What follows belongs to an exercise in optimizing a design on an open flow for small area; a production flow would make more cautious choices. Function was checked by simulation only, so behaviour that the tests miss may differ from the original. The clock port is modelled as an ideal driver; clocking choices that lean on that would not hold on a real chip. Power and IR drop assume default switching activity.

Design mem_loader_ram, start of the top module:
module mem_loader_ram #(
   parameter int ADDR_W = mem_loader_ram_pkg::MEM_ADDR_W,
   parameter int DATA_W = mem_loader_ram_pkg::MEM_DATA_W
) (
   input  logic              clk_qzt,
   input  logic              reset,
   input  logic [ADDR_W-1:0] cpu_addr,
   input  logic [DATA_W-1:0] cpu_wdata,
   input  logic              cpu_we,
   output logic [DATA_W-1:0] cpu_rdata,
   input  logic              ld_valid,
   input  logic [DATA_W-1:0] ld_data,
   output logic              ld_ready,
   input  logic              run_req,
   output logic              cpu_hold,
   output logic              cpu_reset,
   output logic [ADDR_W-1:0] cpu_res_addr,
   output logic [1:0]        ld_state
);
   localparam int NW = 256;
   logic [1:0] state;
   logic [7:0] ptr;
   logic [7:0] base;
   logic [7:0] cnt;
   logic       hold;
   logic       ld_we;
   assign hold      = |state;
   assign ld_ready  = ~&state;
   assign ld_state  = state;
   assign cpu_hold  = hold;
   assign cpu_reset = hold;
   assign ld_we     = (state == mem_loader_ram_pkg::LD_DATA) & ld_valid;
   always_ff @(posedge clk_qzt) begin
      if (reset) begin
         state        <= mem_loader_ram_pkg::LD_IDLE;
         cpu_res_addr <= '0;
      end else begin
         case (state)
            mem_loader_ram_pkg::LD_IDLE: if (ld_valid) state <= mem_loader_ram_pkg::LD_LEN;
            mem_loader_ram_pkg::LD_LEN:  if (ld_valid) state <= mem_loader_ram_pkg::LD_DATA;
            mem_loader_ram_pkg::LD_DATA: if (ld_valid && cnt == 8'd1) begin
               cpu_res_addr <= base - 8'd1;
               state        <= mem_loader_ram_pkg::LD_DONE;
            end
            default: if (run_req) state <= mem_loader_ram_pkg::LD_IDLE;
         endcase
      end
   end
   always_ff @(posedge clk_qzt) begin
      if (state == mem_loader_ram_pkg::LD_IDLE) begin
         ptr  <= ld_data;
         base <= ld_data;
      end else if (ld_we) begin
         ptr  <= ptr + 8'd1;
      end
  ...
clock: 7.0 ns
lec_check: 0
cap_margin: 20
core_margin: 2
core_utilization: 40
cts_cluster_diameter: 250
cts_cluster_size: 25
place_density: 0.45
slew_margin: 20
synth_hierarchical: 1
synth_minimum_keep_size: 0
standard.sh (not shown) runs the stock make flow with config.mk's settings and CLKGATE_MAP_FILE= SYNTH_SCRIPT=/design/flow/synth_recipe.tcl, a recipe that flattens the netlist after the stock synthesis.
==> flow/flow/run.sh <==
#!/bin/bash
# Layout flow: the standard ORFS flow, with two changes to how the layout
# is made (not to what is measured):
#  - placement-time repair may only use small buffers (flow/dontuse.tcl);
#  - CTS clusters up to 25 sinks per leaf buffer and adds no dummy loads.
# Synthesis is the standard one, unchanged.
set -euo pipefail
W=$(pwd)
bash standard.sh synth > "$W/run_synth.log" 2>&1
bash standard.sh \
  "PRE_GLOBAL_PLACE_TCL=$W/flow/dontuse.tcl" \
  "PRE_RESIZE_TCL=$W/flow/dontuse.tcl" \
  "PRE_CTS_TCL=$W/flow/dontuse.tcl" \
  "PRE_GLOBAL_ROUTE_TCL=$W/flow/dontuse.tcl" \
  "CTS_ARGS=-sink_clustering_enable -repair_clock_nets -dont_use_dummy_load -sink_clustering_size 25 -sink_clustering_max_diameter 250" \
  finish > "$W/run_finish.log" 2>&1
==> flow/flow/dontuse.tcl <==
# Keep the resizer's repairs to small buffers: long high-fanout nets then get
# several modest buffers instead of a few very large ones.
set_dont_use {sky130_fd_sc_hd__buf_6 sky130_fd_sc_hd__buf_8 sky130_fd_sc_hd__buf_12 sky130_fd_sc_hd__buf_16 sky130_fd_sc_hd__bufbuf_8 sky130_fd_sc_hd__bufbuf_16}
Next try:
==> flow/run.sh (new file) <==
#!/bin/bash
# synth_recipe.tcl (not shown) runs the flow's synth.tcl, then flattens the netlist and writes it again
# the make line also repeats each setting of config.mk as NAME=value (left out here)
make -C /OpenROAD-flow-scripts/flow DESIGN_CONFIG=/design/flow/config.mk WORK_HOME=/design/flow/orfs CLKGATE_MAP_FILE= SYNTH_SCRIPT=/design/flow/synth_recipe.tcl finish
- CTS_CLUSTER_DIAMETER: 250 -> 150
- CTS_CLUSTER_SIZE: 25 -> 22
removed: flow/flow/run.sh
removed: flow/flow/dontuse.tcl
removed: flow/standard.sh
What happened: Sequential share of layout area went down by 0.90 points; routed wire length decreases by about 2%; hold slack gets better by 0.0034 ns; worst setup slack degrades by 0.25 ns; global-route usage is lower by 0.68 points; clock skew shrinks by 0.020 ns; total power came out higher by about 1.7%; register-to-register slack gets worse by 0.17 ns; synthesized cell count does not change; design area rose by about 1.7%.
Next try:
==> flow/flow/run.sh (new file) <==
#!/bin/bash
# Layout flow: the standard ORFS flow, with two changes to how the layout
# is made (not to what is measured):
#  - placement-time repair may only use small buffers (flow/dontuse.tcl);
#  - CTS clusters up to 25 sinks per leaf buffer and adds no dummy loads.
# Synthesis is the standard one, unchanged.
set -euo pipefail
W=$(pwd)
bash standard.sh synth > "$W/run_synth.log" 2>&1
bash standard.sh \
  "PRE_GLOBAL_PLACE_TCL=$W/flow/dontuse.tcl" \
  "PRE_RESIZE_TCL=$W/flow/dontuse.tcl" \
  "PRE_CTS_TCL=$W/flow/dontuse.tcl" \
  "PRE_GLOBAL_ROUTE_TCL=$W/flow/dontuse.tcl" \
  "CTS_ARGS=-sink_clustering_enable -repair_clock_nets -dont_use_dummy_load -sink_clustering_size 25 -sink_clustering_max_diameter 250" \
  finish > "$W/run_finish.log" 2>&1
==> flow/flow/dontuse.tcl (new file) <==
# Keep the resizer's repairs to small buffers: long high-fanout nets then get
# several modest buffers instead of a few very large ones.
set_dont_use {sky130_fd_sc_hd__buf_6 sky130_fd_sc_hd__buf_8 sky130_fd_sc_hd__buf_12 sky130_fd_sc_hd__buf_16 sky130_fd_sc_hd__bufbuf_8 sky130_fd_sc_hd__bufbuf_16}
==> flow/standard.sh (new file) <==
#!/bin/bash
# synth_recipe.tcl (not shown) runs the flow's synth.tcl, then flattens the netlist and writes it again
# the make line also repeats each setting of config.mk as NAME=value (left out here)
make -C /OpenROAD-flow-scripts/flow DESIGN_CONFIG=/design/flow/config.mk WORK_HOME=/design/flow/orfs CLKGATE_MAP_FILE= SYNTH_SCRIPT=/design/flow/synth_recipe.tcl "${@:-finish}"
- CTS_CLUSTER_DIAMETER: 150 -> 250
- CTS_CLUSTER_SIZE: 22 -> 25
- PLACE_DENSITY: 0.45 -> 0.55
removed: flow/run.sh
Via count came out higher by 0.44%.
Setup slack improved by 0.55 ns.
Total power came out lower by 2.9%.
Synthesized area stays the same.
Wire length came out lower by 7.0%.
Design area came out lower by 1.8%.
Core utilization came out lower by 0.80 points.
Next try:
--- a/flow/flow/run.sh
+++ b/flow/flow/run.sh
@@ -5 +5 @@
-#  - CTS clusters up to 25 sinks per leaf buffer and adds no dummy loads.
+#  - CTS clusters up to 22 sinks per leaf buffer and adds no dummy loads.
@@ -15 +15 @@
-  "CTS_ARGS=-sink_clustering_enable -repair_clock_nets -dont_use_dummy_load -sink_clustering_size 25 -sink_clustering_max_diameter 250" \
+  "CTS_ARGS=-sink_clustering_enable -repair_clock_nets -dont_use_dummy_load -sink_clustering_size 22 -sink_clustering_max_diameter 150" \
- CTS_CLUSTER_DIAMETER: 250 -> 150
- CTS_CLUSTER_SIZE: 25 -> 22
- PLACE_DENSITY: 0.55 -> 0.45
- The new run completed with no timing, DRC or antenna violations
- count of clock-buffer cells in the layout rises by 11
- first-iteration DRC count falls by 12%
- worst setup slack degrades by 0.26 ns
- global-route usage rises by 3.5 points

[afterwards: timing with drivers on the ports]
No port has a modelled driver above. Below, the same layouts with a new extraction and two added sets of constraints.
Step 1 assumes that a clkbuf_16 drives the clock port and a buf_2 every other input.
Step 2 also shifts input and output timing later by t, the mid clock arrival at the registers, as if the neighbouring blocks saw the same clock.
Slacks: no drivers / after step 1 / after step 2; pairs: no drivers / after step 1.
| run | t (ns) | setup WS [ns] | worst hold slack (ns) | latest minus earliest clock arrival (ns) | slew at the worst register clock pin (ns) |
|---|---|---|---|---|---|
| the first run | 0.869 | 1.402 / 1.458 / 0.590 | 0.476 / 0.476 / 0.476 | 0.071 / 0.071 | 0.11 / 0.11 |
| the second run | 0.884 | 1.152 / 1.227 / 0.343 | 0.479 / 0.479 / 0.479 | 0.038 / 0.038 | 0.10 / 0.10 |
| the third run | 0.834 | 1.701 / 1.756 / 0.922 | 0.474 / 0.474 / 0.474 | 0.085 / 0.085 | 0.11 / 0.11 |
| the fourth run | 0.858 | 1.439 / 1.497 / 0.639 | 0.480 / 0.480 / 0.480 | 0.064 / 0.064 | 0.10 / 0.10 |
After both steps every run listed still meets setup and hold. The setup slack of the first run, which loses most, moves by +0.056 ns with the drivers and by -0.812 ns with both steps.
